This design comes from an exercise in tuning for small area, a short achievable clock period and few clock cycles per item on the open sky130 flow, not from production work.
The RTL was checked by simulation tests, not by an equivalence proof against the original design.
Power is estimated from default activity; no workload was simulated.

[flow/config.mk]
export PLATFORM = sky130hd
export DESIGN_NAME = edit_distance_best_match
export DESIGN_NICKNAME = edit_distance_best_match
export VERILOG_FILES = /design/flow/design.v
export SDC_FILE = /design/flow/constraint.sdc
export NUM_CORES = 4
export LEC_CHECK = 0
export CAP_MARGIN = 20
export CORE_MARGIN = 2
export CORE_UTILIZATION = 65
export CTS_BUF_LIST = sky130_fd_sc_hd__clkbuf_8
export CTS_CLUSTER_DIAMETER = 60
export CTS_CLUSTER_SIZE = 18
export SLEW_MARGIN = 20
[flow/constraint.sdc]
create_clock -name core_clock -period 10.0 [get_ports {clk}]
set_input_delay 2.0000 -clock core_clock [delete_from_list [all_inputs] [get_ports {clk}]]
set_output_delay 2.0000 -clock core_clock [all_outputs]
set_load 0.01 [all_outputs]
[flow/design.v]
module edit_distance_best_match (
  input  logic        clk,
  input  logic        rst_n,
  input  logic        in_valid,
  output logic        in_ready,
  input  logic [1:0]  in_command,
  input  logic [7:0]  in_char,
  output logic        out_valid,
  input  logic        out_ready,
  output logic        out_found,
  output logic [11:0] out_index,
  input  logic        cfg_valid,
  output logic        cfg_ready,
  input  logic [6:0]  cfg_threshold
);
  localparam int R = 31;             
  localparam logic [1:0] C_QUERY = 2'd0;
  localparam logic [1:0] C_CHAR  = 2'd1;
  localparam logic [1:0] C_CLOSE = 2'd2;
  localparam logic [1:0] C_FIN   = 2'd3;
  logic         in_ready_r;
  logic         take, iq, ic, icl, ifin;
  assign in_ready  = in_ready_r;
  assign cfg_ready = 1'b1;
  assign take      = in_valid && in_ready_r;
  assign iq        = take && in_command == C_QUERY;
  assign ic        = take && in_command == C_CHAR;
  assign icl       = take && in_command == C_CLOSE;
  assign ifin      = take && in_command == C_FIN;
  logic [5:0]   qlen_r;              
  logic [7:0]   qstore_r [R];
  logic [R-1:0] qmask;
  logic [R-1:0] eq_r;
  logic         b_char, b_close, b_fin, restart;
  always_comb begin
    qmask = '0;
    for (int n = 1; n <= R + 1; n++) begin
      if (qlen_r == 6'(n)) begin
        for (int k = 0; k < R; k++) qmask[k] = (k >= R - n);
      end
    end
  end
  always_ff @(posedge clk) begin
    if (iq) begin
      for (int k = 0; k < R - 1; k++) qstore_r[k] <= qstore_r[k+1];
      qstore_r[R-1] <= in_char;
    end
  end
  always_ff @(posedge clk) begin
    for (int k = 0; k < R; k++) eq_r[k] <= (qstore_r[k] == in_char);
  end
  always_ff @(posedge clk) begin
    if (!rst_n) begin
      qlen_r  <= '0;
      b_char  <= 1'b0;
      b_close <= 1'b0;
      b_fin   <= 1'b0;
      restart <= 1'b1;
    end else begin
      b_char  <= ic;
      b_close <= icl;
      b_fin   <= ifin;
      restart <= iq || icl || ifin;
      if (iq && !qlen_r[5]) qlen_r <= qlen_r + 6'd1;
      else if (ifin) qlen_r <= '0;
    end
  end
  logic [R-1:0] pv_r, mv_r;
  logic         sp_r, sm_r;          
  logic [4:0]   score_r;             
  logic [4:0]   pos_r;
  logic         tl_r;                
  logic [5:0]   best_r;              
  logic [11:0]  bidx_r;
  logic [12:0]  wcnt_r;
  logic [6:0]   thr_r, cfgd_r;
  logic         cfgv_r;
  logic [R-1:0] c, xh, xv, ph, mh, phs, mhs;
  logic [4:0]   score_eff;
  logic         lt0, ltp, ltm, closer;
  logic         found;
  always_comb begin
    logic [R-1:0] gg, pp, gn, pn;
    gg = eq_r & pv_r;
    pp = pv_r;
    for (int d = 1; d < R; d = d * 2) begin
      gn = gg;
      pn = pp;
      for (int k = d; k < R; k++) begin
        gn[k] = gg[k] | (pp[k] & gg[k-d]);
        pn[k] = pp[k] & pp[k-d];
      end
      gg = gn;
      pp = pn;
    end
    c = {gg[R-2:0], 1'b0};
  end
  assign xh  = eq_r | c;
  assign xv  = eq_r | mv_r;
  assign ph  = mv_r | ~(xh | pv_r);
  assign mh  = pv_r & xh;
  assign phs = {ph[R-2:0], 1'b1};
  assign mhs = {mh[R-2:0], 1'b0};
  assign score_eff = score_r + 5'(sp_r) - 5'(sm_r);
  assign lt0    = {1'b0, score_r} < best_r;
  assign ltp    = ({1'b0, score_r} + 6'd1) < best_r;
  assign ltm    = {1'b0, score_r} <= best_r;
  assign closer = !tl_r && !qlen_r[5] && (sp_r ? ltp : (sm_r ? ltm : lt0));
  assign found     = (wcnt_r != '0) && (best_r[5] ? thr_r[6] : ({2'b00, best_r[4:0]} <= thr_r));
  always_ff @(posedge clk) begin
    if (restart) begin
      pv_r <= qmask;
      mv_r <= ~qmask;
    end else if (b_char) begin
      pv_r <= mhs | ~(xv | phs);
      mv_r <= phs & xv;
    end
  end
  always_ff @(posedge clk) begin
    if (!rst_n) begin
      sp_r    <= 1'b0;
      sm_r    <= 1'b0;
      score_r <= '0;
      pos_r   <= '0;
      tl_r    <= 1'b0;
      best_r  <= 6'd32;
      bidx_r  <= '0;
      wcnt_r  <= '0;
    end else begin
      sp_r    <= b_char && ph[R-1];
      sm_r    <= b_char && mh[R-1];
      score_r <= restart ? qlen_r[4:0] : score_eff;
      if (restart) begin
        pos_r <= '0;
        tl_r  <= 1'b0;
      end else if (b_char && !tl_r) begin
        if (pos_r == 5'd31) tl_r <= 1'b1;
        else pos_r <= pos_r + 5'd1;
      end
      if (b_close && !wcnt_r[12]) begin
        if (closer) begin
          best_r <= {1'b0, score_eff};
          bidx_r <= wcnt_r[11:0];
        end
        wcnt_r <= wcnt_r + 13'd1;
      end
      if (b_fin) begin
        best_r <= 6'd32;
        bidx_r <= '0;
        wcnt_r <= '0;
      end
    end
  end
  always_ff @(posedge clk) begin
    if (!rst_n) begin
      cfgv_r <= 1'b0;
      thr_r  <= 7'd2;
    end else begin
      cfgv_r <= cfg_valid;
      if (cfgv_r) thr_r <= cfgd_r;
    end
  end
  always_ff @(posedge clk) cfgd_r <= cfg_threshold;
  logic [1:0]  cnt_r;                
  logic        ov_r, of_r, sv_r, sf_r;
  logic [11:0] oi_r, si_r;
  logic        fin_take, out_take;
  assign fin_take = take && in_command == C_FIN;
  assign out_take = ov_r && out_ready;
  always_ff @(posedge clk) begin
    if (!rst_n) begin
      cnt_r      <= '0;
      in_ready_r <= 1'b1;
      ov_r       <= 1'b0;
      sv_r       <= 1'b0;
    end else begin
      cnt_r      <= cnt_r + 2'(fin_take) - 2'(out_take);
      in_ready_r <= out_take || !(cnt_r[1] || (cnt_r[0] && fin_take));
      if (!ov_r || out_ready) begin
        ov_r <= sv_r || b_fin;
        sv_r <= sv_r && b_fin;
      end else if (b_fin) begin
        sv_r <= 1'b1;
      end
    end
  end
  always_ff @(posedge clk) begin
    if (!ov_r || out_ready) begin
      if (sv_r) begin
        of_r <= sf_r;
        oi_r <= si_r;
      end else begin
        of_r <= found;
        oi_r <= found ? bidx_r : '0;
      end
    end
    if (b_fin) begin
      sf_r <= found;
      si_r <= found ? bidx_r : '0;
    end
  end
  assign out_valid = ov_r;
  assign out_found = of_r;
  assign out_index = oi_r;
endmodule
[flow/flow/run.sh]
#!/bin/bash
bash standard.sh SETUP_SLACK_MARGIN=7.2 "BUFFER_PORTS_ARGS=-buffer_cell sky130_fd_sc_hd__buf_2" finish > standard.log 2>&1
[flow/standard.sh]
#!/bin/bash
# synth_recipe.tcl (not shown) runs the flow's synth.tcl, then flattens the netlist and writes it again
# the make line also repeats each setting of config.mk as NAME=value (left out here)
make -C /OpenROAD-flow-scripts/flow DESIGN_CONFIG=/design/flow/config.mk WORK_HOME=/design/flow/orfs CLKGATE_MAP_FILE= SYNTH_SCRIPT=/design/flow/synth_recipe.tcl "${@:-finish}"
==> results.ini, run 1 <==
[status]
outcome = no timing/DRC/antenna violations

[clock_tree]
cts_max_level = 2
cts_sinks = 441
clock_path_buffers = 3
numCtsBuffers = 37
cts_root_buf = clkbuf_8
clock_latency_ps = 570
path_clk_slew_ps = 100
cts_tree = yes
hold_buffers = 0

[die]
die_x_um = 179
pin_count = 38
rows = 64
coreArea_um2 = 30300
start_util_pct = 65.6
die-area_um2 = 32000
die_y_um = 179

[cells_and_area]
nFillCells = 2137
layout.nets = 1716
syn_to_final_growth_pct = 8.59
drive_above_1_share_pct = 10.3
n_antenna_cell = 0
fin_cells = 2078

[logic_synthesis]
synth_cells = 1626
synth_warnings = 2
synth_cell_types = 86
syn-num-nets = 1684
synthFlopType = edfxtp_1
async_reset_ff_share_pct = 0
ys_ff_latch = 441
yosysTopAreaCell = edfxtp_1
synthTopCellsByArea = edfxtp_1 51%, xnor2_1 11%, dfxtp_1 11%
synth.avg_cell_area_um2 = 12.2
synth-edff-count = 336
ys_seq_area_share_pct = 61.3
netlist.area_leader.share_pct = 50.7
syn_area_um2 = 19900

[power_and_ir_drop]
p_per_area_nw_per_um2 = 154
clkPwrFrac_pct = 30.7
combPwrFrac_pct = 7.1
p_seq_share_pct = 62.2
worst_ir_drop_vdd_mv = 0.146
power_switching_mw = 0.809
intPower_mw = 2.52
power_leakage_nw = 7.26
p_sw_share_pct = 24.3

[global_routing]
grt_pass1_vias = 11800
grt_max_degree = 85
groute.usage.overall_pct = 24.4
antenna_found_initial = 1
grt_pass1_wl_mm = 61.6
gr-total-overflow = 0

[critical_path]
cp-end-kind = output pin
crit_arrival_ps = 1120
start_kind = register
slowest_stage = edfxtp_1
cp.required_ps = 8000
crit_buf_inv = 1
path_cells = buf_2
worst-path-max-fanout = 1
timing_worst_setup_path_type = reg2out
rrSetupSlack_ps = 7240
cpLargestDelayFamily = flip-flops
critPathMaxStageDelay_ps = 400

[placement]
place_congestion = 0.850
numPortBuffers = 36
numPlacedInstances = 1994
hpwl_mm = 25.4

[detailed_routing]
route.vias.total = 12500
route.detailed.drc = 0
wl_mm = 39.6
viasPerCell = 6.03
first_pass_iters = 5
first_iter_violations = 949
drtAntennaViolNets = 0
wl_per_cell_um = 19.1

[timing]
worst_pin_slew_ps = 861
fin_worst_skew_ps = 36.8
min_period_ps = 3120
hold_ws_ps = 463
finalHoldViolations = 0
max_freq_mhz = 320
slew_headroom_pct = 42.5
grt_setup_unrepaired = true
maxSlewViolCount = 0
finalCritPeriodShare_pct = 31.2
setup-tns-final_ps = 0
setup_viol = 0

[worst_hold_path]
hold_path_class = reg2reg

[run]
drv_cap = 0

cell type report:
class / instances / area, um^2 / area share [%]
Sequential cell: 441 / 12200 / 56.5
Multi-Input combinational cell: 1076 / 7430 / 34.4
Timing Repair Buffer: 62 / 603 / 2.79
Clock buffer: 40 / 551 / 2.55
Tap cell: 396 / 495 / 2.29
Clock inverter: 23 / 169 / 0.782
Inverter: 40 / 150 / 0.695
what timing repair did:
| action | in CTS | in global routing |
|---|---|---|
| gates resized for setup | 48 | 19 |
| pin swaps | 2 | 5 |
| cloned | 3 | 3 |
| setup buffers | 4 | 11 |
| endpoints found under the setup margin | 320 | 168 |
power groups by stage:
stage          registers, mW  logic [mW]  clock network [mW]
6_report                2.07       0.235                1.02
5_1_grt                 2.08       0.259                1.11
4_1_cts                 2.07       0.229                1.05
3_5_place_dp            2.11       0.217                   0
3_3_place_gp            2.11       0.209                   0
2_1_floorplan           2.10       0.175                   0
cell families after synthesis:
group	after synthesis	share of synthesized area, %
adder cells (fa/ha/maj)	42	2.60
flip-flops	441	61.3
buffers and inverters	110	2.19
XOR/XNOR	266	11.7
AO/OA/AOI/OAI	305	10.3
AND/OR/NAND/NOR	452	11.5
other	1	0.0188
multiplexers	9	0.453
through the flow:
step	power [mW]	setup WS [ps]	utilization (%)	instance area, um^2
3_5_place_dp	2.33	5320	67.1	20400
3_3_place_gp	2.32	5360	67.1	20400
5_1_grt	3.45	6850	71.2	21600
2_1_floorplan	2.28	747	-	20000
6_report	3.33	6880	71.2	21600
4_1_cts	3.35	6870	70.5	21400
path summary, 6_finish.rpt:
kind,to,start,cells after the start
max reg2reg,pv_r[28],pv_r[13],9
min,thr_r[1],cfgd_r[1],2
min reg2reg,thr_r[1],cfgd_r[1],2
max,out_index[2],oi_r[2],1
cells in the mapped netlist (8+ instances only):
cell type    n
nand3_1     25
buf_1       14
ha_1        35
edfxtp_1   336
o21ai_0     77
a31oi_1      9
clkbuf_1    50
dfxtp_1    105
a21oi_1     62
mux2i_1      9
and3_1      10
nand4_1     73
nand2b_1    21
nor2b_1     21
o21a_1      23
a211oi_1     8
o31ai_1     21
xnor2_1    256
nand2_1     70
a21boi_0    13
and2_1      26
xor2_1      10
inv_1       40
nor2_1     143
a21o_1      22
nor3_1      23
sequential cells by signal (all words and copies together) (netlist names), 2 cells and up:
name / count
best_r: 6
pv_r: 31
qlen_r: 6
si_r: 12
thr_r: 7
wcnt_r: 13
eq_r: 31
cfgd_r: 7
oi_r: 12
bidx_r: 12
qstore_r: 248
cnt_r: 2
mv_r: 31
score_r: 5
pos_r: 5
cell usage in the layout (no fill, tap or decap), types with 9 or more instances in the layout:
cell type / instances
nand4_1: 73
buf_4: 25
xor2_1: 10
nand2_1: 68
xnor2_1: 255
clkbuf_8: 40
and2_1: 26
dfxtp_1: 96
a21o_1: 22
nand2b_1: 20
a31oi_1: 9
o31ai_1: 21
nor2_1: 141
nor3_1: 22
inv_1: 45
edfxtp_1: 336
nand3_1: 25
a21boi_0: 10
nor2b_1: 21
ha_1: 33
mux2i_1: 9
o21ai_0: 75
o21a_1: 22
a21oi_1: 62
and3_1: 10
buf_2: 22
worst min-delay path, delay by kind of cell, from the launching register on:
kind               cells  cell delay (ps)
AOI/OAI and AO/OA      1               70
and+or+nand+nor        1               50
DFF                    1              320
per-layer routing:
metal | up-vias | routed length (um) | GRT usage [%]
li1 | 5951 | - | -
met1 | 6187 | 18100 | 35.3
met2 | 329 | 18900 | 39.9
met3 | 53 | 1870 | 3.05
met4 | 0 | 760 | 5.39
met5 | - | 0 | 0
Testbench counts, summed over its fixed seeds: cycles 32,566, items 32,550.
==> run 2, diff against run 1 <==
--- a/flow/design.v
+++ b/flow/design.v
@@ -74,5 +74,5 @@
   logic [11:0]  bidx_r;
   logic [12:0]  wcnt_r;
-  logic [6:0]   thr_r, cfgd_r;
+  logic [5:0]   thr_r, cfgd_r;
   logic         cfgv_r;
   logic [R-1:0] c, xh, xv, ph, mh, phs, mhs;
@@ -87,7 +87,9 @@
       gn = gg;
       pn = pp;
-      for (int k = d; k < R; k++) begin
-        gn[k] = gg[k] | (pp[k] & gg[k-d]);
-        pn[k] = pp[k] & pp[k-d];
+      for (int k = 0; k < R; k++) begin
+        if ((k & d) != 0) begin
+          gn[k] = gg[k] | (pp[k] & gg[(k & ~(d - 1)) - 1]);
+          pn[k] = pp[k] & pp[(k & ~(d - 1)) - 1];
+        end
       end
       gg = gn;
@@ -107,5 +109,5 @@
   assign ltm    = {1'b0, score_r} <= best_r;
   assign closer = !tl_r && !qlen_r[5] && (sp_r ? ltp : (sm_r ? ltm : lt0));
-  assign found     = (wcnt_r != '0) && (best_r[5] ? thr_r[6] : ({2'b00, best_r[4:0]} <= thr_r));
+  assign found     = (wcnt_r != '0) && (best_r[5] ? thr_r[5] : (best_r[4:0] <= thr_r[4:0]));
   always_ff @(posedge clk) begin
     if (restart) begin
@@ -155,5 +157,5 @@
     if (!rst_n) begin
       cfgv_r <= 1'b0;
-      thr_r  <= 7'd2;
+      thr_r  <= 6'd2;
     end else begin
       cfgv_r <= cfg_valid;
@@ -161,5 +163,7 @@
     end
   end
-  always_ff @(posedge clk) cfgd_r <= cfg_threshold;
+  always_ff @(posedge clk) begin
+    cfgd_r <= {cfg_threshold[6], (cfg_threshold[6] || cfg_threshold[5]) ? 5'd31 : cfg_threshold[4:0]};
+  end
   logic [1:0]  cnt_r;                
   logic        ov_r, of_r, sv_r, sf_r;
==> flow/flow/run.sh (replaced) <==
#!/bin/bash
bash standard.sh SETUP_SLACK_MARGIN=7.0 "BUFFER_PORTS_ARGS=-buffer_cell sky130_fd_sc_hd__buf_2" finish > standard.log 2>&1
--- a/flow/config.mk
+++ b/flow/config.mk
@@ -9,6 +9,6 @@
 export CORE_MARGIN = 2
 export CORE_UTILIZATION = 65
-export CTS_BUF_LIST = sky130_fd_sc_hd__clkbuf_8
-export CTS_CLUSTER_DIAMETER = 60
-export CTS_CLUSTER_SIZE = 18
+export CTS_BUF_LIST = sky130_fd_sc_hd__clkbuf_16
+export CTS_CLUSTER_DIAMETER = 80
+export CTS_CLUSTER_SIZE = 30
 export SLEW_MARGIN = 20
==> results.ini, run 2 <==
[detailed_routing]
drtAntennaViolNets = 0  ; unchanged
route.detailed.drc = 0  ; unchanged
first_pass_iters = 5  ; unchanged
wl_mm = 37.8  ; -4.5%
viasPerCell = 6.00  ; -0.39%
route.vias.total = 12300  ; -1.8%
first_iter_violations = 905  ; -4.6%
wl_per_cell_um = 18.5  ; -3.1%

[critical_path]
timing_worst_setup_path_type = reg2out
reg2reg_depth = 9  ; unchanged
crit_buf_inv = 1  ; unchanged
cp-end-kind = output pin
rrSetupSlack_ps = 7170  ; -70 ps
reg2reg_to = pv_r[19]
start_kind = register
slowest_stage = edfxtp_1
path_cells = buf_2
crit_arrival_ps = 1100  ; -20 ps
timing.rr.start = qlen_r[1]
cpLargestDelayFamily = flip-flops
cp.required_ps = 8000  ; about the same
critPathMaxStageDelay_ps = 390  ; about the same
worst-path-max-fanout = 1  ; unchanged

[logic_synthesis]
synth-edff-count = 336  ; unchanged
yosysTopAreaCell = edfxtp_1
netlist_top_cells_count = 336 x edfxtp_1, 256 x xnor2_1, 135 x nor2_1
syn-num-nets = 1694  ; +0.59%
yosysMostFrequentCell = edfxtp_1
synth_warnings = 2  ; unchanged
syn_area_um2 = 19900  ; about the same
synth_cells = 1636  ; +0.62%
synthFlopType = edfxtp_1
synth_cell_types = 84  ; -2.3%
async_reset_ff_share_pct = 0  ; unchanged
synth.avg_cell_area_um2 = 12.2  ; -0.52%
ys_seq_area_share_pct = 61.0  ; -0.26 points
ys_ff_latch = 439  ; -0.45%
netlist.area_leader.share_pct = 50.7  ; about the same
synthTopCellsByArea = edfxtp_1 51%, xnor2_1 11%, dfxtp_1 10%

[cells_and_area]
largest_reg_flops = 248  ; unchanged
n_antenna_cell = 0  ; unchanged
layout.nets = 1695  ; -1.2%
fin_util_pct = 70.3  ; -0.93 points
final_cell_area_um2 = 21300  ; -1.3%
syn_to_final_growth_pct = 7.07
layout_commonest_cell = edfxtp_1
drive_above_1_share_pct = 7.93  ; -2.4 points
largest_register = qstore_r
mostFrequentLayoutCells = 336 x edfxtp_1, 255 x xnor2_1, 133 x nor2_1

[worst_hold_path]
min_from = qstore_r[12][7]
hold_path_class = reg2reg
holdPathEnd = qstore_r[11][7]
whs_path_depth = 0  ; -2

[clock_tree]
hold_buffers = 0  ; unchanged
numCtsBuffers = 21  ; -43%
cts_sinks = 439  ; -0.45%
path_clk_slew_ps = 120  ; +20 ps
cts_max_level = 1  ; -1
cts_root_buf = clkbuf_16
clock_latency_ps = 560  ; about the same
cts_tree = yes
clock_path_buffers = 3  ; unchanged

[timing]
maxSlewViolCount = 0  ; unchanged
grt_setup_unrepaired = true
finalCritPeriodShare_pct = 31.0  ; -0.25 points
min_period_ps = 3100  ; -24.5 ps
worst_pin_slew_ps = 1070  ; +206 ps
setup_viol = 0  ; unchanged
finalHoldViolations = 0  ; unchanged
setup-tns-final_ps = 0  ; unchanged
hold_ws_ps = 461  ; -1.35 ps
fin_worst_skew_ps = 32.3  ; -4.52 ps
max_freq_mhz = 323  ; +0.79%
slew_headroom_pct = 28.9  ; -14 points

[power_and_ir_drop]
p_per_area_nw_per_um2 = 155  ; +0.86%
power_leakage_nw = 7.09  ; -2.3%
worst_ir_drop_vdd_mv = 0.132  ; -10%

[die]
die_x_um = 179  ; about the same
rows = 64  ; unchanged
start_util_pct = 65.6  ; about the same
coreArea_um2 = 30300  ; unchanged
pin_count = 38  ; unchanged
die_y_um = 179  ; about the same
die-area_um2 = 32100  ; about the same

[global_routing]
grt_pass1_vias = 11500  ; -2.8%
grt_max_degree = 87  ; +2.4%
groute.usage.overall_pct = 23.5  ; -0.94 points
gr-total-overflow = 0  ; unchanged
antenna_found_initial = 0  ; -1
grt_pass1_wl_mm = 59.8  ; -2.9%

[placement]
numPortBuffers = 36  ; unchanged
place_congestion = 0.816  ; -4.0%
place_area_um2 = 20400  ; +0.11%
hpwl_mm = 25.0  ; -1.8%

[run]
drv_cap = 0  ; unchanged

[status]
outcome = no timing/DRC/antenna violations

run 2: where the power goes:
group,switching [mW],internal [mW]
Clock,0.606,0.416
Combinational,0.131,0.0969
Sequential,0.0487,2.01
Total,0.786,2.53
run 2: layout make-up:
class,instances,area (um^2)
flip-flops and latches,439,12200
well taps,396,495
clock buffers,21,526
inverters,43,165
multi-input cells,1080,7400
repair buffers,52,415
clock inverters,17,169
fillers,2180,9020
run 2: worst max path at each step:
stage,startpoint,end,cells past startpoint
2_1_floorplan,in_valid,qlen_r[4],7
3_3_place_gp,in_valid,qstore_r[29][7],5
3_5_place_dp,in_valid,qstore_r[29][7],5
4_1_cts,oi_r[4],out_index[4],1
5_1_grt,oi_r[7],out_index[7],1
6_report,oi_r[10],out_index[10],1
run 2: worst reg2reg max path, stage by stage (launching register included):
cell and delay (ps):
dfxtp_2 430, inv_1 90, ha_1 320, or3_1 410, o21ai_0 180, a21oi_1 170
or2_2 360, o21ai_2 250, o311a_1 300, a211oi_1 80
run 2: kinds of logic after synthesis:
group,share of synthesized area (%)
adders and majority gates,2.40
AOI/OAI and AO/OA,8.92
muxes,1.06
and+or+nand+nor,12.6
DFF,61.0
other,0.0188
xor gates and xnor gates,11.7
buffers and inverters,2.32
run 2: metrics by stage:
stage	setup WS [ps]	power, mW	instances
finish	6900	3.31	2048
global route	6850	3.43	2048
CTS	6890	3.33	2046
detailed placement	5530	2.32	2001
global placement	5570	2.31	2001
floorplan	673	2.27	1636
run 2: layer usage:
| layer | global-route usage (%) | up-vias | part of all wire, % |
|---|---|---|---|
| met5 | 0 | - | 0 |
| li1 | - | 5904 | - |
| met4 | 4.74 | 0 | 1.4 |
| met3 | 2.54 | 41 | 5.0 |
| met1 | 34.1 | 6037 | 46 |
| met2 | 38.7 | 309 | 47 |
run 2: what timing repair did:
action / 4_1_cts / 5_1_grt
pin swaps: 2 / 1
resized for setup: 13 / 19
setup endpoints to repair: 225 / 34
gates cloned: 2 / 0
buffers inserted: 5 / 2
Testbench counts of run 2, summed over its fixed seeds: cycles 32,566, items 32,550.
==> run 3, diff against run 2 <==
--- a/flow/config.mk
+++ b/flow/config.mk
@@ -9,6 +9,6 @@
 export CORE_MARGIN = 2
 export CORE_UTILIZATION = 65
-export CTS_BUF_LIST = sky130_fd_sc_hd__clkbuf_16
-export CTS_CLUSTER_DIAMETER = 80
-export CTS_CLUSTER_SIZE = 30
+export CTS_BUF_LIST = sky130_fd_sc_hd__clkbuf_8
+export CTS_CLUSTER_DIAMETER = 60
+export CTS_CLUSTER_SIZE = 18
 export SLEW_MARGIN = 20
==> results.ini, run 3 <==
[logic_synthesis]
synthTopCellsByArea = edfxtp_1 51%, xnor2_1 11%, dfxtp_1 10%
netlist_top_cells_count = 336 x edfxtp_1, 256 x xnor2_1, 135 x nor2_1
yosysTopAreaCell = edfxtp_1
synthFlopType = edfxtp_1
syn_area_um2 = 19900  ; unchanged
ys_ff_latch = 439  ; unchanged
yosysMostFrequentCell = edfxtp_1
synth-edff-count = 336  ; unchanged
ys_seq_area_share_pct = 61.0  ; unchanged
synth_warnings = 2  ; unchanged
synth_cell_types = 84  ; unchanged
async_reset_ff_share_pct = 0  ; unchanged
netlist.area_leader.share_pct = 50.7  ; unchanged
synth.avg_cell_area_um2 = 12.2  ; unchanged
synth_cells = 1636  ; unchanged
syn-num-nets = 1694  ; unchanged

[timing]
setup_viol = 0  ; unchanged
fin_worst_skew_ps = 31.3  ; -0.975 ps
min_period_ps = 3100  ; +3.50 ps
finalCritPeriodShare_pct = 31.0  ; +0.035 points
slew_headroom_pct = 27.9  ; -0.93 points
finalHoldViolations = 0  ; unchanged
grt_setup_unrepaired = true
maxSlewViolCount = 0  ; unchanged
setup-tns-final_ps = 0  ; unchanged
max_freq_mhz = 323  ; -0.11%
worst_pin_slew_ps = 1080  ; +14.0 ps

[cells_and_area]
largest_register = qstore_r
layout.nets = 1706  ; +0.65%
fin_cells = 2068  ; +0.98%
mostFrequentLayoutCells = 336 x edfxtp_1, 256 x xnor2_1, 133 x nor2_1
final_cell_area_um2 = 21300  ; -0.21%
largest_reg_flops = 248  ; unchanged
nFillCells = 2214  ; +1.6%
syn_to_final_growth_pct = 6.85
fin_util_pct = 70.1  ; -0.15 points
n_antenna_cell = 0  ; unchanged
layout_commonest_cell = edfxtp_1
drive_above_1_share_pct = 8.49  ; +0.56 points

[detailed_routing]
wl_per_cell_um = 18.3  ; -0.91%
route.detailed.drc = 0  ; unchanged
viasPerCell = 5.97  ; -0.49%
first_pass_iters = 5  ; unchanged
route.vias.total = 12400  ; +0.48%
drtAntennaViolNets = 0  ; unchanged
first_iter_violations = 928  ; +2.5%
wl_mm = 37.8  ; about the same

[critical_path]
slowest_stage = edfxtp_1
cp.required_ps = 8000  ; about the same
critPathMaxStageDelay_ps = 380  ; about the same
path_cells = buf_2
worst-path-max-fanout = 1  ; unchanged
cpLargestDelayFamily = flip-flops
timing_worst_setup_path_type = reg2out
crit_arrival_ps = 1100  ; about the same
crit_buf_inv = 1  ; unchanged
cp-end-kind = output pin
start_kind = register

[global_routing]
gr-total-overflow = 0  ; unchanged
groute.usage.overall_pct = 23.6  ; +0.15 points
antenna_found_initial = 0  ; unchanged
grt_pass1_vias = 11600  ; +0.77%
grt_pass1_wl_mm = 60.0  ; +0.27%
grt_max_degree = 87  ; unchanged

[worst_hold_path]
hold_path_class = reg2reg

[clock_tree]
numCtsBuffers = 34  ; +62%
cts_max_level = 2  ; +1
clock_latency_ps = 570  ; about the same
cts_tree = yes
cts_sinks = 439  ; unchanged
clock_path_buffers = 3  ; unchanged
hold_buffers = 0  ; unchanged
path_clk_slew_ps = 110  ; about the same
cts_root_buf = clkbuf_8

[placement]
hpwl_mm = 25.0  ; unchanged
place_area_um2 = 20400  ; unchanged
numPortBuffers = 36  ; unchanged
numPlacedInstances = 2001  ; unchanged
place_congestion = 0.816  ; unchanged

[die]
start_util_pct = 65.6  ; unchanged
coreArea_um2 = 30300  ; unchanged
die_x_um = 179  ; unchanged
rows = 64  ; unchanged
pin_count = 38  ; unchanged
die_y_um = 179  ; unchanged
die-area_um2 = 32100  ; unchanged

[power_and_ir_drop]
power_leakage_nw = 7.10  ; about the same
p_per_area_nw_per_um2 = 153  ; -1.3%
worst_ir_drop_vdd_mv = 0.137  ; +3.6%

[run]
drv_cap = 0  ; unchanged

[status]
outcome = no timing/DRC/antenna violations

==> run 3: timing repair <==
item / 4_1_cts / 5_1_grt
cloned: 2 / 1
pin swaps: 2 / 0
gates resized for setup: 14 / 10
hold endpoints to repair: 0 / 0
endpoints found under the setup margin: 124 / 39
setup buffers: 4 / 0
==> run 3: area by class of cell <==
cell class / instances / area [um^2] / area share [%]
clock buffer: 36 / 495 / 2.33
clock inverter: 24 / 183 / 0.858
inverter: 43 / 165 / 0.776
multi-input combinational: 1080 / 7360 / 34.6
sequential: 439 / 12200 / 57.1
tap: 396 / 495 / 2.33
timing repair buffer: 50 / 418 / 1.96
==> run 3: final timing paths <==
path / startpoint / end / slack, ps / cells past startpoint
setup / recovery: oi_r[0] / out_index[0] / 6900 / 1
setup reg to reg: qlen_r[0] / pv_r[19] / 7130 / 9
hold reg to reg: cfgd_r[1] / thr_r[1] / 470 / 2
hold / removal: cfgd_r[1] / thr_r[1] / 470 / 2
==> run 3: tightest hold or removal path: cells and delay by family, from the launching register on <==
family	cells	cell delay, ps
AO/OA/AOI/OAI	1	70
AND/OR/NAND/NOR	1	50
flip-flops	1	320
==> run 3: cells by family after synthesis <==
kind of cell | Yosys count | synth area share [%]
and+or+nand+nor | 494 | 12.6
AOI/OAI and AO/OA | 260 | 8.92
xor gates and xnor gates | 266 | 11.7
other | 1 | 0.0188
muxes | 21 | 1.06
buffers and inverters | 117 | 2.32
DFF | 439 | 61.0
adders and majority gates | 38 | 2.40
==> run 3: where the power goes <==
group          total, mW  internal [mW]  switching, mW
combinational      0.228         0.0967          0.131
clock              0.973          0.379          0.595
sequential          2.06           2.01         0.0482
==> run 3: through the flow <==
stage / hold WS, ps / power (mW) / worst slack (ps)
final: 474 / 3.26 / 6900
after global routing: 482 / 3.39 / 6840
after CTS: 476 / 3.29 / 6870
after detailed placement: 451 / 2.32 / 5530
after global placement: 440 / 2.31 / 5570
after floorplan: 423 / 2.27 / 673
==> run 3: routing by layer <==
metal  up-vias  part of all wire [%]  track usage (%)
met5         -                     0                0
met3        59                   4.9             2.86
met2       277                    47             37.8
met4         0                   1.8             6.37
met1      6065                    46             34.4
li1       5949                     -                -
==> run 4, diff against run 3 <==
==> flow/flow/run.sh (replaced) <==
#!/bin/bash
bash standard.sh SETUP_SLACK_MARGIN=6.9 "BUFFER_PORTS_ARGS=-buffer_cell sky130_fd_sc_hd__buf_2" finish > standard.log 2>&1
--- a/flow/config.mk
+++ b/flow/config.mk
@@ -8,5 +8,5 @@
 export CAP_MARGIN = 20
 export CORE_MARGIN = 2
-export CORE_UTILIZATION = 65
+export CORE_UTILIZATION = 75
 export CTS_BUF_LIST = sky130_fd_sc_hd__clkbuf_8
 export CTS_CLUSTER_DIAMETER = 60
==> results.ini, run 4 <==
[cells_and_area]
largest_reg_flops = 248  ; unchanged
syn_to_final_growth_pct = 6.21
drive_above_1_share_pct = 8.37  ; -0.12 points
layout.nets = 1706  ; unchanged
layout_commonest_cell = edfxtp_1
n_antenna_cell = 0  ; unchanged
mostFrequentLayoutCells = 336 x edfxtp_1, 256 x xnor2_1, 133 x nor2_1
largest_register = qstore_r
nFillCells = 1470  ; -34%
fin_util_pct = 81.2  ; +11 points
multi_input_area_um2 = 7370  ; about the same
seqCellArea_um2 = 12200  ; about the same

[logic_synthesis]
netlist_top_cells_count = 336 x edfxtp_1, 256 x xnor2_1, 135 x nor2_1
yosysMostFrequentCell = edfxtp_1
synth_warnings = 2  ; unchanged
syn-num-nets = 1694  ; unchanged
synthFlopType = edfxtp_1
yosysTopAreaCell = edfxtp_1
syn_area_um2 = 19900  ; unchanged
netlist.area_leader.share_pct = 50.7  ; unchanged
synth-edff-count = 336  ; unchanged
synth_cells = 1636  ; unchanged
synth.avg_cell_area_um2 = 12.2  ; unchanged
ys_seq_area_share_pct = 61.0  ; unchanged
ys_ff_latch = 439  ; unchanged
synth_cell_types = 84  ; unchanged
synthTopCellsByArea = edfxtp_1 51%, xnor2_1 11%, dfxtp_1 10%
async_reset_ff_share_pct = 0  ; unchanged

[die]
die_x_um = 167  ; -6.7%
die_y_um = 167  ; -6.7%
pin_count = 38  ; unchanged
die-area_um2 = 27900  ; -13%
coreArea_um2 = 26100  ; -14%
start_util_pct = 76.4  ; +11 points
rows = 59  ; -7.8%

[worst_hold_path]
hold_path_class = reg2reg

[global_routing]
grt_pass1_vias = 12700  ; +9.9%
gr-total-overflow = 0  ; unchanged
antenna_found_initial = 0  ; unchanged
grt_max_degree = 98  ; +13%
grt_pass1_wl_mm = 63.8  ; +6.3%
groute.usage.overall_pct = 28.2  ; +4.6 points

[clock_tree]
clock_latency_ps = 560  ; about the same
hold_buffers = 0  ; unchanged
cts_max_level = 2  ; unchanged
cts_tree = yes
clock_path_buffers = 3  ; unchanged
cts_root_buf = clkbuf_8
cts_sinks = 439  ; unchanged
numCtsBuffers = 35  ; +2.9%
path_clk_slew_ps = 100  ; about the same

[power_and_ir_drop]
p_per_area_nw_per_um2 = 154  ; +0.71%
combPwrFrac_pct = 7.1  ; about the same
power_leakage_nw = 7.09  ; -0.11%
p_sw_share_pct = 23.9  ; +0.21 points
power_switching_mw = 0.782  ; +1.0%
worst_ir_drop_vdd_mv = 0.146  ; +7.1%
p_seq_share_pct = 63.1  ; about the same
clkPwrFrac_pct = 29.8  ; about the same
intPower_mw = 2.48  ; -0.17%

[timing]
maxSlewViolCount = 0  ; unchanged
min_period_ps = 3110  ; +7.56 ps
max_freq_mhz = 322  ; -0.24%
fin_worst_skew_ps = 24.0  ; -7.25 ps
finalHoldViolations = 0  ; unchanged
finalCritPeriodShare_pct = 31.1  ; +0.076 points
setup_viol = 0  ; unchanged
setup-tns-final_ps = 0  ; unchanged
grt_setup_unrepaired = true
worst_pin_slew_ps = 1090  ; +11.9 ps
slew_headroom_pct = 27.1  ; -0.80 points
hold_ws_ps = 463  ; -11.1 ps

[critical_path]
slowest_stage = edfxtp_1
crit_arrival_ps = 1110  ; about the same
path_cells = buf_2
timing_worst_setup_path_type = reg2out
start_kind = register
cpLargestDelayFamily = flip-flops
critPathMaxStageDelay_ps = 390  ; about the same
cp.required_ps = 8000  ; about the same
crit_buf_inv = 1  ; unchanged
cp-end-kind = output pin
worst-path-max-fanout = 1  ; unchanged

[detailed_routing]
wl_mm = 39.7  ; +4.8%
drtAntennaViolNets = 0  ; unchanged
first_iter_violations = 1198  ; +29%
viasPerCell = 6.33  ; +6.0%
first_pass_iters = 5  ; unchanged
wl_per_cell_um = 19.8  ; +8.0%
route.detailed.drc = 0  ; unchanged
route.vias.total = 12700  ; +2.9%

[placement]
hpwl_mm = 26.0  ; +4.4%
place_congestion = 0.861  ; +5.5%
numPortBuffers = 36  ; unchanged

[status]
outcome = no timing/DRC/antenna violations

[run]
drv_cap = 0  ; unchanged

==> run 4: cell counts after synthesis <==
No cell type changed its count.
==> run 4: cell type report <==
cell class | count | area share, %
well taps | 335 | 1.98
clock buffers | 35 | 2.28
repair buffers | 49 | 1.76
flip-flops and latches | 439 | 57.5
clock inverters | 27 | 0.911
multi-input cells | 1080 | 34.8
inverters | 43 | 0.763
==> run 4: tightest hold or removal path, delay by kind of cell, from the launching register on <==
family,cells,cell delay [ps]
flip-flops,1,320
AO/OA/AOI/OAI,1,70
AND/OR/NAND/NOR,1,50
==> run 4: cell families after synthesis <==
family,count (synthesis),share of synthesized area (%)
AOI/OAI and AO/OA,260,8.92
xor gates and xnor gates,266,11.7
adders and majority gates,38,2.40
buffers and inverters,117,2.32
DFF,439,61.0
muxes,21,1.06
other,1,0.0188
and+or+nand+nor,494,12.6
==> run 4: worst paths after layout <==
| check | end | from | slack (ps) | cells after the start |
|---|---|---|---|---|
| max | out_index[2] | oi_r[2] | 6890 | 1 |
| min | thr_r[1] | cfgd_r[1] | 460 | 2 |
| max reg2reg | pv_r[29] | qlen_r[1] | 6990 | 9 |
| min reg2reg | thr_r[1] | cfgd_r[1] | 460 | 2 |
==> run 4: metal layers <==
layer	global-route usage (%)	part of all wire, %	up-vias
li1	-	-	5943
met1	38.7	42	6240
met2	47.3	49	437
met3	3.99	6.2	91
met4	8.73	2.7	0
met5	0	0	-
==> run 4: repair_timing <==
action | CTS | global route
hold endpoints to repair | 0 | 0
buffers inserted | 3 | 0
gates resized for setup | 8 | 11
setup endpoints to repair | 208 | 106
cloned | 2 | 1
pin swaps | 1 | 0
==> run 4: per-stage QoR <==
| stage | instance area (um^2) | power [mW] | setup slack, ps | cells |
|---|---|---|---|---|
| 2_1_floorplan | 19900 | 2.27 | 673 | 1636 |
| 3_3_place_gp | 20300 | 2.31 | 5720 | 1940 |
| 3_5_place_dp | 20300 | 2.33 | 5680 | 1940 |
| 4_1_cts | 21100 | 3.28 | 6880 | 2007 |
| 5_1_grt | 21200 | 3.37 | 6840 | 2008 |
| 6_report | 21200 | 3.27 | 6890 | 2008 |
==> run 4: power groups by stage <==
stage	clock [mW]	sequential [mW]	combinational [mW]
final	0.972	2.06	0.233
after detailed placement	0	2.10	0.224
after CTS	0.985	2.06	0.231
after global routing	1.05	2.07	0.255
after floorplan	0	2.09	0.179
after global placement	0	2.10	0.213
==> run 5, diff against run 4 <==
--- a/flow/design.v
+++ b/flow/design.v
@@ -78,5 +78,5 @@
   logic [R-1:0] c, xh, xv, ph, mh, phs, mhs;
   logic [4:0]   score_eff;
-  logic         lt0, ltp, ltm, closer;
+  logic         closer;
   logic         found;
   always_comb begin
@@ -105,8 +105,5 @@
   assign mhs = {mh[R-2:0], 1'b0};
   assign score_eff = score_r + 5'(sp_r) - 5'(sm_r);
-  assign lt0    = {1'b0, score_r} < best_r;
-  assign ltp    = ({1'b0, score_r} + 6'd1) < best_r;
-  assign ltm    = {1'b0, score_r} <= best_r;
-  assign closer = !tl_r && !qlen_r[5] && (sp_r ? ltp : (sm_r ? ltm : lt0));
+  assign closer = !tl_r && !qlen_r[5] && ({1'b0, score_eff} < best_r);
   assign found     = (wcnt_r != '0) && (best_r[5] ? thr_r[5] : (best_r[4:0] <= thr_r[4:0]));
   always_ff @(posedge clk) begin
@@ -120,24 +117,21 @@
   end
   always_ff @(posedge clk) begin
-    if (!rst_n) begin
-      sp_r    <= 1'b0;
-      sm_r    <= 1'b0;
-      score_r <= '0;
-      pos_r   <= '0;
-      tl_r    <= 1'b0;
+    sp_r    <= b_char && ph[R-1];
+    sm_r    <= b_char && mh[R-1];
+    score_r <= restart ? qlen_r[4:0] : score_eff;
+    if (restart) begin
+      pos_r <= '0;
+      tl_r  <= 1'b0;
+    end else if (b_char && !tl_r) begin
+      if (pos_r == 5'd31) tl_r <= 1'b1;
+      else pos_r <= pos_r + 5'd1;
+    end
+  end
+  always_ff @(posedge clk) begin
+    if (!rst_n) begin
       best_r  <= 6'd32;
       bidx_r  <= '0;
       wcnt_r  <= '0;
     end else begin
-      sp_r    <= b_char && ph[R-1];
-      sm_r    <= b_char && mh[R-1];
-      score_r <= restart ? qlen_r[4:0] : score_eff;
-      if (restart) begin
-        pos_r <= '0;
-        tl_r  <= 1'b0;
-      end else if (b_char && !tl_r) begin
-        if (pos_r == 5'd31) tl_r <= 1'b1;
-        else pos_r <= pos_r + 5'd1;
-      end
       if (b_close && !wcnt_r[12]) begin
         if (closer) begin
==> flow/flow/run.sh (replaced) <==
#!/bin/bash
bash standard.sh SETUP_SLACK_MARGIN=7.0 "BUFFER_PORTS_ARGS=-buffer_cell sky130_fd_sc_hd__buf_2" finish > standard.log 2>&1
--- a/flow/config.mk
+++ b/flow/config.mk
@@ -8,5 +8,5 @@
 export CAP_MARGIN = 20
 export CORE_MARGIN = 2
-export CORE_UTILIZATION = 75
+export CORE_UTILIZATION = 65
 export CTS_BUF_LIST = sky130_fd_sc_hd__clkbuf_8
 export CTS_CLUSTER_DIAMETER = 60
==> results.ini, run 5 <==
[status]
outcome = no timing/DRC/antenna violations

[power_and_ir_drop]
p_per_area_nw_per_um2 = 156  ; +0.90%
combPwrFrac_pct = 8.1  ; +1.0 points
power_leakage_nw = 7.00  ; -1.3%
p_sw_share_pct = 24.1  ; +0.17 points
intPower_mw = 2.51  ; +0.89%
p_seq_share_pct = 62.7  ; -0.4 points
clkPwrFrac_pct = 29.2  ; -0.6 points
power_switching_mw = 0.796  ; +1.8%
worst_ir_drop_vdd_mv = 0.135  ; -7.9%

[timing]
finalHoldViolations = 0  ; unchanged
max_freq_mhz = 324  ; +0.83%
setup_viol = 0  ; unchanged
grt_setup_unrepaired = true
finalCritPeriodShare_pct = 30.8  ; -0.26 points
hold_ws_ps = 466  ; +3.03 ps
worst_pin_slew_ps = 860  ; -234 ps
min_period_ps = 3080  ; -25.6 ps
setup-tns-final_ps = 0  ; unchanged
slew_headroom_pct = 42.7  ; +16 points
maxSlewViolCount = 0  ; unchanged
fin_worst_skew_ps = 31.6  ; +7.52 ps

[clock_tree]
cts_max_level = 2  ; unchanged
cts_sinks = 439  ; unchanged
numCtsBuffers = 34  ; -2.9%
clock_latency_ps = 570  ; about the same
clock_path_buffers = 3  ; unchanged
hold_buffers = 0  ; unchanged
cts_tree = yes
cts_root_buf = clkbuf_8
path_clk_slew_ps = 110  ; about the same

[placement]
place_congestion = 0.853  ; -0.93%
hpwl_mm = 24.1  ; -7.6%
numPortBuffers = 36  ; unchanged

[die]
pin_count = 38  ; unchanged
coreArea_um2 = 29600  ; +14%
die_x_um = 177  ; +6.3%
die-area_um2 = 31500  ; +13%
die_y_um = 177  ; +6.3%
start_util_pct = 66.0  ; -10 points
rows = 63  ; +6.8%

[logic_synthesis]
synthSimpleGateAreaFrac_pct = 12.0  ; -0.60 points
syn-num-nets = 1636  ; -3.4%
synth_cell_types = 74  ; -12%
netlist.area_leader.share_pct = 51.6  ; +0.94 points
ys_seq_area_share_pct = 62.1  ; +1.1 points
synth_cells = 1589  ; -2.9%
async_reset_ff_share_pct = 0  ; unchanged
synth_adder_area_share_pct = 1.89  ; -0.51 points
synth_top_family_by_area = simple AND/OR/NAND/NOR gates
synth-edff-count = 336  ; unchanged
synthFlopType = edfxtp_1
yosysMostFrequentCell = edfxtp_1
synth.avg_cell_area_um2 = 12.3  ; +1.1%
syn_area_um2 = 19600  ; -1.8%
ys_ff_latch = 439  ; unchanged
synth-xor-area-share_pct = 11.9  ; +0.17 points
yosysTopAreaCell = edfxtp_1
synthMuxAreaShare_pct = 1.40  ; +0.34 points
synth_warnings = 2  ; unchanged
synth_compound_area_share_pct = 8.62  ; -0.29 points
netlist_top_cells_count = 336 x edfxtp_1, 257 x xnor2_1, 144 x nor2_1
synthTopCellsByArea = edfxtp_1 52%, xnor2_1 12%, dfxtp_1 11%

[critical_path]
cp.required_ps = 8000  ; about the same
worst-path-max-fanout = 1  ; unchanged
cp-end-kind = output pin
crit_arrival_ps = 1080  ; -30 ps
start_kind = register
rrSetupSlack_ps = 7090  ; +100 ps
crit_buf_inv = 1  ; unchanged
startpoint = oi_r[7]
path_cells = buf_2
slowest_stage = edfxtp_1
cpLargestDelayFamily = flip-flops
timing_worst_setup_path_type = reg2out
critPathMaxStageDelay_ps = 390  ; about the same
timing.rr.start = score_r[0]
reg2reg_depth = 13  ; +4
reg2reg_to = bidx_r[1]

[cells_and_area]
multi_input_area_um2 = 7170  ; -2.8%
mostFrequentLayoutCells = 336 x edfxtp_1, 255 x xnor2_1, 141 x nor2_1
largest_reg_flops = 248  ; unchanged
drive_above_1_share_pct = 10.4  ; +2.0 points
n_antenna_cell = 0  ; unchanged
seqCellArea_um2 = 12200  ; unchanged
syn_to_final_growth_pct = 8.43
largest_register = qstore_r
nFillCells = 2057  ; +40%
layout.nets = 1670  ; -2.1%
layout_commonest_cell = edfxtp_1

[global_routing]
gr-total-overflow = 0  ; unchanged
grt_pass1_wl_mm = 60.6  ; -5.0%
grt_pass1_vias = 11600  ; -8.8%
grt_max_degree = 87  ; -11%
groute.usage.overall_pct = 24.5  ; -3.7 points
antenna_found_initial = 0  ; unchanged

[worst_hold_path]
whs_path_depth = 2  ; unchanged
min_from = cfgd_r[1]
hold_path_class = reg2reg
holdPathEnd = thr_r[1]

[detailed_routing]
first_pass_iters = 5  ; unchanged
viasPerCell = 5.97  ; -5.8%
first_iter_violations = 990  ; -17%
drtAntennaViolNets = 0  ; unchanged
wl_per_cell_um = 18.9  ; -4.3%
route.detailed.drc = 0  ; unchanged
route.vias.total = 12200  ; -4.3%
wl_mm = 38.5  ; -2.8%

[run]
drv_cap = 0  ; unchanged

[run 5: cell count changes after synthesis, sizes merged, moves of 6 or more]
| cell | previous run | this run |
|---|---|---|
| clkbuf | 57 | 50 |
| nor2b | 23 | 16 |
| o21bai | 1 | 7 |
| o22ai | 9 | 1 |
| nor2 | 135 | 144 |
| nor4 | 12 | 5 |
| ha | 35 | 24 |
| nand3 | 17 | 11 |
| a211oi | 8 | 16 |
[run 5: logic make-up (layout without fill, tap and decap cells)]
group	count (synthesis)	in the layout
AO/OA/AOI/OAI	242	242
XOR/XNOR	265	265
adder cells (fa/ha/maj)	30	30
buffers and inverters	106	165
flip-flops	439	439
multiplexers	27	27
other	1	1
AND/OR/NAND/NOR	479	479
[run 5: per-stage QoR]
step / power [mW] / setup WS (ps) / utilization (%) / area, um^2 / std cells
floorplan: 2.30 / 534 / - / 19600 / 1589
global placement: 2.35 / 5570 / 67.8 / 20100 / 1960
detailed placement: 2.36 / 5540 / 67.8 / 20100 / 1960
CTS: 3.32 / 6890 / 70.9 / 21000 / 2030
global route: 3.42 / 6860 / 71.5 / 21200 / 2038
finish: 3.30 / 6920 / 71.5 / 21200 / 2038
[run 5: worst max path at each step]
stage / depth (start not counted) / slack (ps) / endpoint
CTS: 1 / 6890 / out_index[7]
detailed placement: 5 / 5540 / qstore_r[19][1]
global route: 1 / 6860 / out_index[6]
finish: 1 / 6920 / out_index[7]
global placement: 5 / 5570 / qstore_r[22][1]
floorplan: 5 / 530 / qlen_r[3]
[run 5: cell type report]
type	count	share of cell area [%]
well taps	390	2.30
inverters	37	0.655
multi-input cells	1044	33.8
flip-flops and latches	439	57.3
clock inverters	26	0.885
repair buffers	67	2.74
clock buffers	35	2.27
[run 5: timing repair]
action	4_1_cts	5_1_grt
pin swaps	2	7
setup buffers	6	6
cloned	3	2
setup endpoints to repair	124	132
resized for setup	21	23
[run 5: power by group through the flow]
| stage | registers (mW) | clock network, mW | logic (mW) |
|---|---|---|---|
| after floorplan | 2.10 | 0 | 0.196 |
| after global placement | 2.11 | 0 | 0.241 |
| after detailed placement | 2.11 | 0 | 0.249 |
| after CTS | 2.07 | 0.995 | 0.261 |
| after global routing | 2.08 | 1.05 | 0.294 |
| final | 2.07 | 0.966 | 0.267 |
[run 5: routing by layer]
layer | wire, um | share of wire, % | global-route usage, %
met5 | 0 | 0 | 0
met4 | 830 | 2.2 | 6.59
met3 | 2290 | 5.9 | 3.19
met2 | 18000 | 47 | 39.2
met1 | 17400 | 45 | 35.6
Testbench counts of run 5, summed over its fixed seeds: cycles 32,566, items 32,550.
==> run 6, diff against run 5 <==
--- a/flow/design.v
+++ b/flow/design.v
@@ -160,40 +160,22 @@
     cfgd_r <= {cfg_threshold[6], (cfg_threshold[6] || cfg_threshold[5]) ? 5'd31 : cfg_threshold[4:0]};
   end
-  logic [1:0]  cnt_r;                
-  logic        ov_r, of_r, sv_r, sf_r;
-  logic [11:0] oi_r, si_r;
-  logic        fin_take, out_take;
+  logic        ov_r, of_r;
+  logic [11:0] oi_r;
+  logic        fin_take, ov_nxt;
   assign fin_take = take && in_command == C_FIN;
-  assign out_take = ov_r && out_ready;
+  assign ov_nxt   = b_fin || (ov_r && !out_ready);
   always_ff @(posedge clk) begin
     if (!rst_n) begin
-      cnt_r      <= '0;
       in_ready_r <= 1'b1;
       ov_r       <= 1'b0;
-      sv_r       <= 1'b0;
     end else begin
-      cnt_r      <= cnt_r + 2'(fin_take) - 2'(out_take);
-      in_ready_r <= out_take || !(cnt_r[1] || (cnt_r[0] && fin_take));
-      if (!ov_r || out_ready) begin
-        ov_r <= sv_r || b_fin;
-        sv_r <= sv_r && b_fin;
-      end else if (b_fin) begin
-        sv_r <= 1'b1;
-      end
+      in_ready_r <= !fin_take && !ov_nxt;
+      ov_r       <= ov_nxt;
     end
   end
   always_ff @(posedge clk) begin
-    if (!ov_r || out_ready) begin
-      if (sv_r) begin
-        of_r <= sf_r;
-        oi_r <= si_r;
-      end else begin
-        of_r <= found;
-        oi_r <= found ? bidx_r : '0;
-      end
-    end
     if (b_fin) begin
-      sf_r <= found;
-      si_r <= found ? bidx_r : '0;
+      of_r <= found;
+      oi_r <= found ? bidx_r : '0;
     end
   end
==> results.ini, run 6 <==
[global_routing]
antenna_found_initial = 0  ; unchanged
groute.usage.overall_pct = 23.6  ; -0.88 points
grt_max_degree = 86  ; -1.1%
grt_pass1_vias = 11000  ; -5.7%
grt_pass1_wl_mm = 57.1  ; -5.8%
gr-total-overflow = 0  ; unchanged

[logic_synthesis]
synthTopCellsByArea = edfxtp_1 52%, xnor2_1 12%, dfxtp_1 11%
ys_ff_latch = 423  ; -3.6%
netlist_top_cells_count = 323 x edfxtp_1, 253 x xnor2_1, 130 x nor2_1
synth.avg_cell_area_um2 = 12.5  ; +1.9%
yosysTopAreaCell = edfxtp_1
synth_warnings = 2  ; unchanged
syn_area_um2 = 18700  ; -4.6%
async_reset_ff_share_pct = 0  ; unchanged
yosysMostFrequentCell = edfxtp_1
ys_seq_area_share_pct = 62.7  ; +0.60 points
synth_cell_types = 65  ; -12%
syn-num-nets = 1532  ; -6.4%
netlist.area_leader.share_pct = 52.0  ; +0.41 points
synthFlopType = edfxtp_1
synth-edff-count = 323  ; -3.9%
synth_cells = 1487  ; -6.4%

[detailed_routing]
wl_mm = 36.2  ; -6.1%
route.vias.total = 11300  ; -6.8%
route.detailed.drc = 0  ; unchanged
viasPerCell = 5.89  ; -1.3%
first_pass_iters = 5  ; unchanged
wl_per_cell_um = 18.8  ; -0.51%
drtAntennaViolNets = 0  ; unchanged
first_iter_violations = 959  ; -3.1%

[timing]
fin_worst_skew_ps = 20.3  ; -11.3 ps
slew_headroom_pct = 27.6  ; -15 points
setup_viol = 0  ; unchanged
worst_pin_slew_ps = 1090  ; +227 ps
max_freq_mhz = 317  ; -2.4%
setup_slack_ps = 6840  ; -74.5 ps
grt_setup_unrepaired = true
min_period_ps = 3160  ; +74.5 ps
setup-tns-final_ps = 0  ; unchanged
finalHoldViolations = 0  ; unchanged
maxSlewViolCount = 0  ; unchanged
finalCritPeriodShare_pct = 31.6  ; +0.74 points

[clock_tree]
numCtsBuffers = 31  ; -8.8%
clock_path_buffers = 3  ; unchanged
cts_root_buf = clkbuf_8
cts_sinks = 423  ; -3.6%
hold_buffers = 0  ; unchanged
cts_max_level = 1  ; -1
cts_tree = yes
path_clk_slew_ps = 110  ; about the same
clock_latency_ps = 630  ; +60 ps

[power_and_ir_drop]
p_seq_share_pct = 62.4  ; -0.3 points
clkPwrFrac_pct = 29.7  ; +0.5 points
power_leakage_nw = 6.50  ; -7.2%
power_switching_mw = 0.760  ; -4.5%
worst_ir_drop_vdd_mv = 0.117  ; -13%
p_sw_share_pct = 23.7  ; -0.37 points
intPower_mw = 2.44  ; -2.6%
p_per_area_nw_per_um2 = 159  ; +1.9%
combPwrFrac_pct = 7.8  ; -0.3 points

[cells_and_area]
fin_cells = 1924  ; -5.6%
n_antenna_cell = 0  ; unchanged
syn_to_final_growth_pct = 8.16
largest_register = qstore_r
layout_commonest_cell = edfxtp_1
nFillCells = 2066  ; +0.44%
final_cell_area_um2 = 20200  ; -4.9%
mostFrequentLayoutCells = 323 x edfxtp_1, 253 x xnor2_1, 130 x nor2_1
layout.nets = 1560  ; -6.6%
drive_above_1_share_pct = 10.1  ; -0.31 points
largest_reg_flops = 248  ; unchanged

[critical_path]
worst-path-max-fanout = 1  ; unchanged
cp-end-kind = output pin
timing_worst_setup_path_type = reg2out
path_cells = buf_2
crit_buf_inv = 1  ; unchanged
rrSetupSlack_ps = 7130  ; +40 ps
timing.rr.start = score_r[0]
start_kind = register
crit_cells = 1  ; unchanged
crit_arrival_ps = 1160  ; +80 ps
cpLargestDelayFamily = flip-flops
cp-endpoint = out_index[3]
cp.required_ps = 8000  ; about the same
reg2reg_depth = 13  ; unchanged
reg2reg_to = bidx_r[11]
critPathMaxStageDelay_ps = 390  ; about the same
startpoint = oi_r[3]
slowest_stage = edfxtp_1

[run]
drv_cap = 0  ; unchanged

[die]
die_y_um = 173  ; -2.3%
rows = 62  ; -1.6%
die_x_um = 173  ; -2.3%
die-area_um2 = 30100  ; -4.5%
pin_count = 38  ; unchanged
start_util_pct = 65.5  ; -0.47 points
coreArea_um2 = 28500  ; -3.9%

[placement]
hpwl_mm = 23.2  ; -3.6%
numPlacedInstances = 1851  ; -5.6%
place_ws_ps = 5610  ; +75.6 ps
numPortBuffers = 36  ; unchanged
place_area_um2 = 19200  ; -4.7%
place_congestion = 0.868  ; +1.8%

[status]
outcome = no timing/DRC/antenna violations

[worst_hold_path]
hold_path_class = reg2reg

## run 6: cell types whose count changed in the layout (fill, tap and decap cells not counted), sizes merged, moves of 7 or more
cell and delta:
nor3 -14, a21oi +7, nor2 -14, nand2b -16
edfxtp -13, and2 -7, maj3 +9, o21ai -20
buf -13, nand2 -15
## run 6: worst reg2reg max path: stages, from the launching register on
cell and delay, ps:
dfxtp_1 330, inv_1 60, ha_4 260, inv_2 40, ha_4 160, fa_2 590
ha_4 210, a21o_1 150, a21o_1 170, a21o_1 160, a21oi_2 130, o21ba_4 200
buf_12 140, mux2i_1 200
## run 6: cell type report
cell class | instances | area (um^2) | area share, %
repair buffers | 55 | 469 | 2.33
well taps | 384 | 480 | 2.38
clock buffers | 35 | 482 | 2.39
multi-input cells | 962 | 6690 | 33.2
clock inverters | 23 | 186 | 0.924
flip-flops and latches | 423 | 11700 | 58.0
inverters | 42 | 158 | 0.781
## run 6: timing repair
action | 4_1_cts | 5_1_grt
gates resized for setup | 15 | 19
buffers inserted | 6 | 4
setup endpoints to repair | 231 | 227
gates cloned | 1 | 4
pin swaps | 0 | 8
## run 6: logic make-up (layout without fill, tap and decap cells)
| group | after synthesis | count (layout) | synth area share, % |
|---|---|---|---|
| adder cells (fa/ha/maj) | 37 | 37 | 2.33 |
| multiplexers | 27 | 27 | 1.47 |
| buffers and inverters | 102 | 155 | 2.08 |
| AND/OR/NAND/NOR | 412 | 412 | 10.7 |
| flip-flops | 423 | 423 | 62.7 |
| XOR/XNOR | 262 | 262 | 12.3 |
| other | 1 | 1 | 0.0201 |
| AO/OA/AOI/OAI | 223 | 223 | 8.31 |
## run 6: worst min-delay path by stage
stage / from / to / slack (ps) / cells after the start
after floorplan: cfgd_r[1] / thr_r[1] / 420 / 2
after detailed placement: bidx_r[1] / bidx_r[1] / 450 / 2
after CTS: qstore_r[9][7] / qstore_r[8][7] / 460 / 0
final: qstore_r[9][7] / qstore_r[8][7] / 460 / 0
after global routing: qstore_r[9][7] / qstore_r[8][7] / 480 / 0
after global placement: bidx_r[1] / bidx_r[1] / 440 / 2
## run 6: routing by layer
layer	global-route usage [%]	part of all wire [%]	up-vias
met4	4.98	1.8	0
met5	0	0	-
met2	37.8	47	291
met3	3.14	5.7	47
li1	-	-	5415
met1	35.1	46	5577
## run 6: power by group through the flow
stage	sequential, mW	clock (mW)	combinational (mW)
3_5_place_dp	2.04	0	0.239
2_1_floorplan	2.03	0	0.188
5_1_grt	2.01	1.04	0.277
4_1_cts	2.00	0.977	0.246
3_3_place_gp	2.04	0	0.231
6_report	2.00	0.952	0.250
## run 6: stage by stage
step                total power [mW]  utilization [%]  hold slack [ps]
floorplan                       2.22                -              423
finish                          3.20             70.9              459
CTS                             3.22             70.2              463
global route                    3.32             70.9              477
detailed placement              2.28             67.3              449
global placement                2.27             67.3              438
Testbench counts of run 6, summed over its fixed seeds: cycles 33,216, items 32,550.
==> run 7, diff against run 6 <==
--- a/flow/config.mk
+++ b/flow/config.mk
@@ -9,6 +9,6 @@
 export CORE_MARGIN = 2
 export CORE_UTILIZATION = 65
-export CTS_BUF_LIST = sky130_fd_sc_hd__clkbuf_8
+export CTS_BUF_LIST = sky130_fd_sc_hd__clkbuf_16
 export CTS_CLUSTER_DIAMETER = 60
-export CTS_CLUSTER_SIZE = 18
+export CTS_CLUSTER_SIZE = 24
 export SLEW_MARGIN = 20
==> results.ini, run 7 <==
[die]
start_util_pct = 65.5  ; unchanged
rows = 62  ; unchanged
die_x_um = 173  ; unchanged
coreArea_um2 = 28500  ; unchanged
pin_count = 38  ; unchanged
die_y_um = 173  ; unchanged
die-area_um2 = 30100  ; unchanged

[logic_synthesis]
synthFlopType = edfxtp_1
synth-edff-count = 323  ; unchanged
synth_warnings = 2  ; unchanged
synthTopCellsByArea = edfxtp_1 52%, xnor2_1 12%, dfxtp_1 11%
netlist.area_leader.share_pct = 52.0  ; unchanged
synth_cell_types = 65  ; unchanged
yosysMostFrequentCell = edfxtp_1
async_reset_ff_share_pct = 0  ; unchanged
syn_area_um2 = 18700  ; unchanged
yosysTopAreaCell = edfxtp_1
netlist_top_cells_count = 323 x edfxtp_1, 253 x xnor2_1, 130 x nor2_1
ys_ff_latch = 423  ; unchanged
synth.avg_cell_area_um2 = 12.5  ; unchanged
syn-num-nets = 1532  ; unchanged
synth_cells = 1487  ; unchanged
ys_seq_area_share_pct = 62.7  ; unchanged

[global_routing]
antenna_found_initial = 0  ; unchanged
groute.usage.overall_pct = 24.2  ; +0.63 points
gr-total-overflow = 0  ; unchanged
grt_pass1_wl_mm = 58.2  ; +2.0%
grt_pass1_vias = 11200  ; +1.8%
grt_max_degree = 86  ; unchanged

[detailed_routing]
drtAntennaViolNets = 0  ; unchanged
route.vias.total = 11500  ; +1.3%
route.detailed.drc = 0  ; unchanged
viasPerCell = 5.96  ; +1.3%
first_iter_violations = 1041  ; +8.6%
wl_per_cell_um = 19.4  ; +3.1%
wl_mm = 37.3  ; +3.1%
first_pass_iters = 5  ; unchanged

[cells_and_area]
syn_to_final_growth_pct = 10.5
mostFrequentLayoutCells = 323 x edfxtp_1, 253 x xnor2_1, 130 x nor2_1
fin_cells = 1924  ; unchanged
drive_above_1_share_pct = 10.5  ; +0.39 points
largest_reg_flops = 248  ; unchanged
layout.nets = 1561  ; +0.064%
largest_register = qstore_r
final_cell_area_um2 = 20600  ; +2.2%
layout_commonest_cell = edfxtp_1
n_antenna_cell = 0  ; unchanged

[placement]
numPlacedInstances = 1851  ; unchanged
hpwl_mm = 23.2  ; unchanged
place_congestion = 0.868  ; unchanged
numPortBuffers = 36  ; unchanged
place_ws_ps = 5610  ; unchanged
place_area_um2 = 19200  ; unchanged

[timing]
finalCritPeriodShare_pct = 30.9  ; -0.65 points
slew_headroom_pct = 39.7  ; +12 points
grt_setup_unrepaired = true
setup_viol = 0  ; unchanged
maxSlewViolCount = 0  ; unchanged
setup_slack_ps = 6910  ; +64.6 ps
min_period_ps = 3090  ; -64.6 ps
finalHoldViolations = 0  ; unchanged
max_freq_mhz = 323  ; +2.1%
fin_worst_skew_ps = 21.1  ; +0.787 ps
worst_pin_slew_ps = 897  ; -190 ps
setup-tns-final_ps = 0  ; unchanged

[clock_tree]
numCtsBuffers = 30  ; -3.2%
cts_tree = yes
clock_path_buffers = 3  ; unchanged
clock_latency_ps = 580  ; -50 ps
cts_max_level = 1  ; unchanged
cts_sinks = 423  ; unchanged
path_clk_slew_ps = 70  ; -40 ps
cts_root_buf = clkbuf_16

[power_and_ir_drop]
power_mw = 3.56  ; +11%
worst_ir_drop_vdd_mv = 0.143  ; +22%
p_per_area_nw_per_um2 = 173  ; +8.7%
power_leakage_nw = 6.68  ; +2.8%

[worst_hold_path]
hold_path_class = reg2reg

[critical_path]
cp-end-kind = output pin
crit_buf_inv = 1  ; unchanged
timing_worst_setup_path_type = reg2out
cp.required_ps = 8000  ; about the same
critPathMaxStageDelay_ps = 380  ; about the same
start_kind = register
crit_arrival_ps = 1090  ; -70 ps
cpLargestDelayFamily = flip-flops
path_cells = buf_2
worst-path-max-fanout = 1  ; unchanged
slowest_stage = edfxtp_1

[run]
drv_cap = 0  ; unchanged

[status]
outcome = no timing/DRC/antenna violations

==> run 7: cell count changes in the layout (fill, tap and decap cells not counted), sizes merged <==
cell	previous run	this run
buf	48	45
bufbuf	0	2
bufinv	2	3
clkbuf	42	41
clkinv	9	10
clkinvlp	1	2
inv	53	52
==> run 7: path summary, 6_finish.rpt <==
kind                   from      endpoint  slack, ps  cells after the start
setup / recovery    oi_r[3]  out_index[3]       6910                      1
hold reg to reg   bidx_r[9]     bidx_r[9]        460                      2
hold / removal    bidx_r[9]     bidx_r[9]        460                      2
setup reg to reg  qlen_r[0]      pv_r[18]       7130                      9
==> run 7: repair_timing <==
action                     4_1_cts  5_1_grt
buffers inserted                 7        4
resized for setup               16       22
setup endpoints to repair      239      140
pin swaps                        1        7
gates cloned                     3        3
hold buffers                     0        0
==> run 7: metrics by stage <==
| step | hold slack (ps) | util (%) |
|---|---|---|
| 3_3_place_gp | 438 | 67.3 |
| 4_1_cts | 459 | 71.8 |
| 6_report | 459 | 72.4 |
| 3_5_place_dp | 449 | 67.3 |
| 5_1_grt | 477 | 72.4 |
| 2_1_floorplan | 423 | - |
==> run 7: power breakdown <==
part	switching [mW]	internal, mW
registers	0.0498	1.95
clock network	0.638	0.665
logic	0.147	0.107
total	0.835	2.72
==> run 7: area by class of cell <==
type,count,area [um^2]
Multi-Input combinational cell,962,6690
Inverter,42,158
Fill cell,1995,7860
Sequential cell,423,11700
Tap cell,384,480
Timing Repair Buffer,57,529
Clock buffer,31,776
Clock inverter,25,277
==> run 7: per-layer routing <==
layer | wire (um) | track usage (%) | vias to the layer above
li1 | - | - | 5425
met1 | 16900 | 35.7 | 5662
met2 | 17300 | 38.7 | 332
met3 | 2320 | 3.46 | 55
met4 | 804 | 5.65 | 0
met5 | 0 | 0 | -
==> run 7: logic make-up (layout without fill, tap and decap cells) <==
family	count (synthesis)	count (layout)	synth area share [%]
muxes	27	27	1.47
other	1	1	0.0201
DFF	423	423	62.7
AOI/OAI and AO/OA	223	223	8.31
adders and majority gates	37	37	2.33
xor gates and xnor gates	262	262	12.3
and+or+nand+nor	412	412	10.7
buffers and inverters	102	155	2.08
==> run 7: tightest hold or removal path: stages (launching register included) <==
cell,delay [ps]
dfxtp_1,310
nand2_1,50
mux2i_1,50

## afterwards: timing with drivers on the ports
The flow's constraints put no driver on any port. The routed layouts listed below were extracted and timed again, unchanged, in two steps.
Step 1 assumes that a clkbuf_16 drives the clock port and a buf_2 every other input.
Step 2 moves the port delays by t, midway between the first and last clock arrival at a register: inputs arrive t later, outputs are due t later. That takes back most of the time a late clock gives input paths.
a / b / c = ideal / step 1 / step 2; a / b = the first two.
run	t (ns)	slack for setup (ns)	latest minus earliest clock arrival (ns)
run 1	0.607	6.879 / 6.828 / 6.607	0.041 / 0.042
run 2	0.599	6.904 / 6.853 / 6.461	0.033 / 0.033
run 3	0.606	6.900 / 6.853 / 6.474	0.038 / 0.038
run 4	0.598	6.893 / 6.846 / 6.395	0.031 / 0.030
run 5	0.601	6.918 / 6.871 / 6.464	0.038 / 0.038
run 6	0.661	6.844 / 6.798 / 6.457	0.021 / 0.021
run 7	0.622	6.908 / 6.858 / 6.511	0.023 / 0.022
After both steps every run listed still meets setup and hold. The setup slack of run 4, which loses most, moves by -0.047 ns with the drivers and by -0.498 ns with both steps.
